What follows belongs to an exercise in optimizing a design on an open flow for small area; a production flow would make more cautious choices. The RTL was checked by simulation tests, not by an equivalence proof against the original design.

==> inputs of v5 <==
Design wrsp_bank_top, start of the top module:
module wrsp_bank_top (
  input  logic                      clk_i,
  input  logic                      rst_ni,
  input  wrsp_bank_pkg::id_t        reservation_request_id_i,
  output wrsp_bank_pkg::slot_addr_t new_reserved_address_o,
  input  logic                      reservation_request_ready_i,
  output logic                      reservation_request_valid_o,
  input  wrsp_bank_pkg::msg_t       data_i,
  output wrsp_bank_pkg::msg_t       data_o,
  input  wrsp_bank_pkg::slot_mask_t release_en_i,
  output wrsp_bank_pkg::slot_mask_t address_released_onehot_o,
  input  logic                      in_valid_i,
  output logic                      in_ready_o,
  input  logic                      out_ready_i,
  output logic                      out_valid_o
);
export LEC_CHECK = 0
export CAP_MARGIN = 5
export CORE_MARGIN = 2
export CORE_UTILIZATION = 55
export PLACE_DENSITY = 0.65
export SLEW_MARGIN = 5
create_clock -name core_clock -period 9.0 [get_ports {clk_i}]
standard.sh (not shown) runs the stock make flow with config.mk's settings and CLKGATE_MAP_FILE= SYNTH_SCRIPT=/design/flow/synth_recipe.tcl, a recipe that flattens the netlist after the stock synthesis.
==> flow/flow/run.sh <==
#!/bin/bash
# Layout flow: the standard ORFS flow (standard.sh, standard synthesis
# script) with three changes:
#  - ABC maps the logic with flow/abc.script (choices and area-recovering
#    mapping on the logic as written, without restructuring it), in place
#    of ORFS's delay-driven abc_speed.script (registers are untouched: they
#    are mapped by dfflibmap before ABC runs);
#  - the ports are buffered with buf_1 instead of a delay cell;
#  - the clock tree is built from clkbuf_4/clkbuf_8 in clusters of up to 15
#    sinks, without dummy loads.
# Every tool's output goes to the logs under orfs/logs and to standard.log.
set -uo pipefail
WORK="$PWD"
rm -rf "$WORK/scripts_x"
cp -r "$FLOW_HOME/scripts" "$WORK/scripts_x"
cp "$WORK/flow/abc.script" "$WORK/scripts_x/abc_speed.script"
export SCRIPTS_DIR="$WORK/scripts_x"
export BUFFER_PORTS_ARGS="-buffer_cell sky130_fd_sc_hd__buf_1"
export CTS_ARGS="-sink_clustering_enable -repair_clock_nets -dont_use_dummy_load -buf_list {sky130_fd_sc_hd__clkbuf_4 sky130_fd_sc_hd__clkbuf_8} -sink_clustering_size 15 -sink_clustering_max_diameter 50"
bash standard.sh > "$WORK/standard.log" 2>&1
==> flow/flow/abc.script <==
&get -n
&st
&dch
&nf
&put
==> v17 (differences from v5) <==
==> flow/design.v (replaced) <==
`timescale 1ns/1ps
package wrsp_bank_pkg;
  localparam int MsgWidth = 32;
  localparam int IdWidth = 4;
  localparam int NumIds = 2 ** IdWidth;
  localparam int Capacity = 64;
  localparam int AddrWidth = $clog2(Capacity);
  typedef logic [MsgWidth-1:0] msg_t;
  typedef logic [IdWidth-1:0] id_t;
  typedef logic [AddrWidth-1:0] slot_addr_t;
  typedef logic [Capacity-1:0] slot_mask_t;
  typedef logic [AddrWidth:0] count_t;
endpackage
`timescale 1ns/1ps
module wrsp_slot_allocator (
  input  logic                     clk_i,
  input  logic                     rst_ni,
  input  logic                     take_i,
  output wrsp_bank_pkg::slot_addr_t take_addr_o,
  input  logic                     give_back_i,
  input  wrsp_bank_pkg::slot_addr_t give_back_addr_i,
  output logic                     res_valid_o,
  output wrsp_bank_pkg::slot_mask_t address_released_onehot_o
);
  localparam int Capacity = wrsp_bank_pkg::Capacity;
  wrsp_bank_pkg::slot_mask_t occ_q;
  wrsp_bank_pkg::slot_addr_t free_addr;
  always_comb begin
    free_addr = '0;
    for (int i = Capacity - 1; i >= 0; i--) begin
      if (!occ_q[i]) begin
        free_addr = wrsp_bank_pkg::slot_addr_t'(i);
      end
    end
  end
  assign take_addr_o = free_addr;
  assign res_valid_o = ~&occ_q;
  always_comb begin
    address_released_onehot_o = '0;
    if (give_back_i) begin
      address_released_onehot_o[give_back_addr_i] = 1'b1;
    end
  end
  always_ff @(posedge clk_i or negedge rst_ni) begin
    if (!rst_ni) begin
      occ_q <= '0;
    end else begin
      for (int i = 0; i < Capacity; i++) begin
        if (take_i && free_addr == wrsp_bank_pkg::slot_addr_t'(i)) begin
          occ_q[i] <= 1'b1;
        end else if (address_released_onehot_o[i]) begin
          occ_q[i] <= 1'b0;
        end
      end
    end
  end
endmodule
`timescale 1ns/1ps
module wrsp_list_ctrl (
  input  logic                      clk_i,
  input  logic                      rst_ni,
  input  logic                      res_ready_i,
  input  logic                      res_valid_i,
  input  wrsp_bank_pkg::id_t        res_id_i,
  input  wrsp_bank_pkg::id_t        in_id_i,
  input  logic                      in_valid_i,
  output logic                      in_ready_o,
  input  wrsp_bank_pkg::slot_mask_t release_en_i,
  input  logic                      accept_i,
  output logic                      take_o,
  input  wrsp_bank_pkg::slot_addr_t take_addr_i,
  output logic                      wr_en_o,
  output wrsp_bank_pkg::slot_addr_t wr_addr_o,
  output logic                      rd_en_o,
  output wrsp_bank_pkg::slot_addr_t rd_addr_o,
  output wrsp_bank_pkg::id_t        rd_id_o,
  input  wrsp_bank_pkg::slot_addr_t last_slot_i,
  input  wrsp_bank_pkg::id_t        last_id_i
);
  localparam int NumIds   = wrsp_bank_pkg::NumIds;
  localparam int Capacity = wrsp_bank_pkg::Capacity;
  wrsp_bank_pkg::slot_addr_t head_q [NumIds];
  wrsp_bank_pkg::slot_addr_t fill_q [NumIds];
  wrsp_bank_pkg::slot_addr_t tail_q [NumIds];
  logic [NumIds-1:0]         nonempty_q;
  logic [NumIds-1:0]         unfilled_q;
  logic [NumIds-1:0]         head_filled_q;
  wrsp_bank_pkg::slot_addr_t next_q [Capacity];
  logic                      adv_q;
  wrsp_bank_pkg::slot_addr_t adv_head;
  logic                      adv_empty;
  logic                      adv_fill_ne;
  logic [NumIds-1:0]         adv_here;
  logic [NumIds-1:0]         nonempty;
  logic [NumIds-1:0]         head_filled;
  logic [NumIds-1:0]         eligible;
  wrsp_bank_pkg::id_t        sel_id;
  logic                      sel_valid;
  logic                      take;
  wrsp_bank_pkg::slot_addr_t fill_in;
  wrsp_bank_pkg::slot_addr_t next_fill;
  logic                      fill_last;
  assign take   = res_valid_i && res_ready_i;
  assign take_o = take;
  assign in_ready_o = in_valid_i && unfilled_q[in_id_i];
  assign wr_en_o    = in_ready_o;
  assign fill_in    = fill_q[in_id_i];
  assign wr_addr_o  = fill_in;
  assign next_fill  = next_q[fill_in];
  assign fill_last  = (next_fill == fill_in);
  assign adv_head    = next_q[last_slot_i];
  assign adv_empty   = (adv_head == last_slot_i);
  assign adv_fill_ne = (adv_head != fill_q[last_id_i]);
  for (genvar g = 0; g < NumIds; g++) begin : g_elig
    assign adv_here[g] = adv_q && last_id_i == wrsp_bank_pkg::id_t'(g);
    assign nonempty[g] = nonempty_q[g] && !(adv_here[g] && adv_empty);
    assign head_filled[g] = adv_here[g] ? (!unfilled_q[g] || adv_fill_ne) : head_filled_q[g];
    assign eligible[g] = nonempty[g] && head_filled[g] &&
        (adv_here[g] ? release_en_i[adv_head] : release_en_i[head_q[g]]);
  end
  logic [NumIds-1:0]         first;
  wrsp_bank_pkg::slot_addr_t head_first;
  always_comb begin
    logic seen;
    seen       = 1'b0;
    sel_id     = '0;
    head_first = '0;
    for (int i = 0; i < NumIds; i++) begin
      first[i]   = eligible[i] && !seen;
      seen       = seen || eligible[i];
      sel_id     = sel_id | ({wrsp_bank_pkg::IdWidth{first[i]}} & wrsp_bank_pkg::id_t'(i));
      head_first = head_first | ({wrsp_bank_pkg::AddrWidth{first[i]}} & head_q[i]);
    end
    sel_valid = seen;
  end
  assign rd_en_o   = sel_valid && accept_i;
  assign rd_addr_o = |(first & adv_here) ? adv_head : head_first;
  assign rd_id_o   = sel_id;
  for (genvar s = 0; s < Capacity; s++) begin : g_link
    always_ff @(posedge clk_i) begin
      if (take && ((nonempty_q[res_id_i] && tail_q[res_id_i] == wrsp_bank_pkg::slot_addr_t'(s))
                   || take_addr_i == wrsp_bank_pkg::slot_addr_t'(s))) begin
        next_q[s] <= take_addr_i;
      end
    end
  end
  always_ff @(posedge clk_i or negedge rst_ni) begin
    if (!rst_ni) begin
      adv_q <= 1'b0;
    end else begin
      adv_q <= rd_en_o;
    end
  end
  for (genvar g = 0; g < NumIds; g++) begin : g_id
    logic do_res;
    logic do_fill;
    assign do_res  = take && (res_id_i == wrsp_bank_pkg::id_t'(g));
    assign do_fill = in_ready_o && (in_id_i == wrsp_bank_pkg::id_t'(g));
    always_ff @(posedge clk_i or negedge rst_ni) begin
      if (!rst_ni) begin
        nonempty_q[g] <= 1'b0;
        unfilled_q[g] <= 1'b0;
      end else begin
        nonempty_q[g] <= do_res || nonempty[g];
        unfilled_q[g] <= do_res || (unfilled_q[g] && !(do_fill && fill_last));
      end
    end
    always_ff @(posedge clk_i) begin
      if (do_res) begin
        tail_q[g] <= take_addr_i;
      end
      if (do_res && !nonempty[g]) begin
        head_filled_q[g] <= 1'b0;
      end else if (do_fill) begin
        head_filled_q[g] <= 1'b1;
      end else begin
        head_filled_q[g] <= head_filled[g];
      end
      if (do_res && !nonempty[g]) begin
        head_q[g] <= take_addr_i;
      end else if (adv_here[g]) begin
        head_q[g] <= adv_head;
      end
      if (do_res && (!unfilled_q[g] || (do_fill && fill_last))) begin
        fill_q[g] <= take_addr_i;
      end else if (do_fill) begin
        fill_q[g] <= next_fill;
      end
    end
  end
endmodule
`timescale 1ns/1ps
module wrsp_msg_ram (
  input  logic                      clk_i,
  input  logic                      wr_en_i,
  input  wrsp_bank_pkg::slot_addr_t wr_addr_i,
  input  logic [27:0]               wr_data_i,
  input  wrsp_bank_pkg::slot_addr_t rd_addr_i,
  output logic [27:0]               rd_data_o
);
  localparam int Capacity = wrsp_bank_pkg::Capacity;
  logic [27:0] mem_q [Capacity];
  logic [Capacity-1:0] rd_sel;
  always_ff @(posedge clk_i) begin
    if (wr_en_i) begin
      mem_q[wr_addr_i] <= wr_data_i;
    end
  end
  always_comb begin
    rd_sel = '0;
    rd_sel[rd_addr_i] = 1'b1;
  end
  always_comb begin
    rd_data_o = '0;
    for (int i = 0; i < Capacity; i++) begin
      rd_data_o = rd_data_o | (mem_q[i] & {28{rd_sel[i]}});
    end
  end
endmodule
`timescale 1ns/1ps
module wrsp_out_stage (
  input  logic                      clk_i,
  input  logic                      rst_ni,
  input  logic                      rd_en_i,
  input  wrsp_bank_pkg::slot_addr_t rd_addr_i,
  input  wrsp_bank_pkg::id_t        rd_id_i,
  input  logic                      out_ready_i,
  output logic                      out_valid_o,
  output logic                      accept_o,
  output logic                      taken_o,
  output wrsp_bank_pkg::slot_addr_t slot_o,
  output wrsp_bank_pkg::id_t        id_o
);
  logic valid_q;
  assign out_valid_o = valid_q;
  assign taken_o     = valid_q && out_ready_i;
  assign accept_o    = !valid_q || out_ready_i;
  always_ff @(posedge clk_i or negedge rst_ni) begin
    if (!rst_ni) begin
      valid_q <= 1'b0;
    end else begin
      valid_q <= rd_en_i || (valid_q && !out_ready_i);
    end
  end
  always_ff @(posedge clk_i) begin
    if (rd_en_i) begin
      slot_o <= rd_addr_i;
      id_o   <= rd_id_i;
    end
  end
endmodule
`timescale 1ns/1ps
module wrsp_bank_top (
  input  logic                      clk_i,
  input  logic                      rst_ni,
  input  wrsp_bank_pkg::id_t        reservation_request_id_i,
  output wrsp_bank_pkg::slot_addr_t new_reserved_address_o,
  input  logic                      reservation_request_ready_i,
  output logic                      reservation_request_valid_o,
  input  wrsp_bank_pkg::msg_t       data_i,
  output wrsp_bank_pkg::msg_t       data_o,
  input  wrsp_bank_pkg::slot_mask_t release_en_i,
  output wrsp_bank_pkg::slot_mask_t address_released_onehot_o,
  input  logic                      in_valid_i,
  output logic                      in_ready_o,
  input  logic                      out_ready_i,
  output logic                      out_valid_o
);
  localparam int IdWidth  = wrsp_bank_pkg::IdWidth;
  localparam int MsgWidth = wrsp_bank_pkg::MsgWidth;
  logic                      take;
  wrsp_bank_pkg::slot_addr_t take_addr;
  logic                      give_back;
  wrsp_bank_pkg::slot_addr_t out_slot;
  logic                      wr_en;
  wrsp_bank_pkg::slot_addr_t wr_addr;
  logic                      rd_en;
  wrsp_bank_pkg::slot_addr_t rd_addr;
  wrsp_bank_pkg::id_t        rd_id;
  wrsp_bank_pkg::id_t        out_id;
  logic [MsgWidth-1:IdWidth] out_payload;
  logic accept;
  assign new_reserved_address_o = take_addr;
  wrsp_slot_allocator u_slot_allocator (
    .clk_i                     (clk_i),
    .rst_ni                    (rst_ni),
    .take_i                    (take),
    .take_addr_o               (take_addr),
    .give_back_i               (give_back),
    .give_back_addr_i          (out_slot),
    .res_valid_o               (reservation_request_valid_o),
    .address_released_onehot_o (address_released_onehot_o)
  );
  wrsp_list_ctrl u_list_ctrl (
    .clk_i        (clk_i),
    .rst_ni       (rst_ni),
    .res_ready_i  (reservation_request_ready_i),
    .res_valid_i  (reservation_request_valid_o),
    .res_id_i     (reservation_request_id_i),
    .in_id_i      (data_i[IdWidth-1:0]),
    .in_valid_i   (in_valid_i),
    .in_ready_o   (in_ready_o),
    .release_en_i (release_en_i),
    .accept_i     (accept),
    .take_o       (take),
    .take_addr_i  (take_addr),
    .wr_en_o      (wr_en),
    .wr_addr_o    (wr_addr),
    .rd_en_o      (rd_en),
    .rd_addr_o    (rd_addr),
    .rd_id_o      (rd_id),
    .last_slot_i  (out_slot),
    .last_id_i    (out_id)
  );
  wrsp_msg_ram u_msg_ram (
    .clk_i     (clk_i),
    .wr_en_i   (wr_en),
    .wr_addr_i (wr_addr),
    .wr_data_i (data_i[MsgWidth-1:IdWidth]),
    .rd_addr_i (out_slot),
    .rd_data_o (out_payload)
  );
  wrsp_out_stage u_out_stage (
    .clk_i       (clk_i),
    .rst_ni      (rst_ni),
    .rd_en_i     (rd_en),
    .rd_addr_i   (rd_addr),
    .rd_id_i     (rd_id),
    .out_ready_i (out_ready_i),
    .out_valid_o (out_valid_o),
    .accept_o    (accept),
    .taken_o     (give_back),
    .slot_o      (out_slot),
    .id_o        (out_id)
  );
  assign data_o = {out_payload, out_id};
endmodule
==> flow/flow/run.sh (replaced) <==
#!/bin/bash
# Layout flow: the standard ORFS flow (standard.sh, standard synthesis
# script) with three changes:
#  - ABC maps the logic with flow/abc.script, which recovers area, in place
#    of ORFS's delay-driven abc_speed.script (registers are untouched: they
#    are mapped by dfflibmap before ABC runs);
#  - the ports are buffered with buf_2 instead of a delay cell;
#  - the clock tree is built from clkbuf_4/clkbuf_8 in clusters of up to 15
#    sinks, without dummy loads.
# Every tool's output goes to the logs under orfs/logs and to standard.log.
set -uo pipefail
WORK="$PWD"
rm -rf "$WORK/scripts_x"
cp -r "$FLOW_HOME/scripts" "$WORK/scripts_x"
cp "$WORK/flow/abc.script" "$WORK/scripts_x/abc_speed.script"
export SCRIPTS_DIR="$WORK/scripts_x"
export BUFFER_PORTS_ARGS="-buffer_cell sky130_fd_sc_hd__buf_2"
export CTS_ARGS="-sink_clustering_enable -repair_clock_nets -dont_use_dummy_load -buf_list {sky130_fd_sc_hd__clkbuf_4 sky130_fd_sc_hd__clkbuf_8} -sink_clustering_size 15 -sink_clustering_max_diameter 50"
bash standard.sh > "$WORK/standard.log" 2>&1
==> flow/flow/abc.script (replaced) <==
&get -n
&st
&syn2
&dch
&nf
&put
==> results.cfg <==
[outcome]
status = complete, no violations

[sta]
clock_skew_ns = 0.1280

[yosys]
synth_compound_area_frac = 0.1375
postSynthCellCount = 6917
synth_mux_area_frac = 0.06313

[global_routing]
antenna_found_initial = 26

[detailed_routing]
wl_met3_um = 58970

[cells_and_area]
multi_input_cells = 4242

[pwr]
p_comb_w = 0.0138
the above is filed under v17

==> results.cfg <==
[yosys]
postSynthCellCount = 6196
synth_mux_area_frac = 0.07812
synth_compound_area_frac = 0.1248

[pwr]
p_comb_w = 0.0150

[global_routing]
met3_usage = 0.1008
antenna_found_initial = 16

[detailed_routing]
wl_met3_um = 52270
wl_met2_um = 167300

[cells_and_area]
multi_input_cells = 3496

[outcome]
status = complete, no violations
the above is filed under v5

==> re-timing with driven ports <==
The flow's constraints put no driver on any port. The routed layouts listed below were extracted and timed again, unchanged, in two steps.
Step 1 assumes that a clkbuf_16 drives the clock port and a buf_2 every other input.
Step 2 times the ports against the registers' clock, not the clock port: input delays grow and output delays shrink by t, the midpoint of the rising clock arrivals with the driver on.
Three values: ideal, step 1, step 2; two values: the first two.
run	shift t [ns]	slack for setup (ns)	hold WS [ns]	worst register clock-pin slew, ns	worst data-port slew with drivers (ns)
v5	1.079	0.343 / 0.258 / -0.655	0.553 / 0.553 / 0.553	0.10 / 0.10	0.08
v17	1.079	0.389 / 0.296 / -0.377	0.560 / 0.560 / 0.560	0.10 / 0.10	0.17
With both steps, setup timing fails in v5 and v17, where it was met with ideal ports. For v5, which loses most, drivers alone change the setup slack by -0.085 ns; drivers and shift together by -0.998 ns.
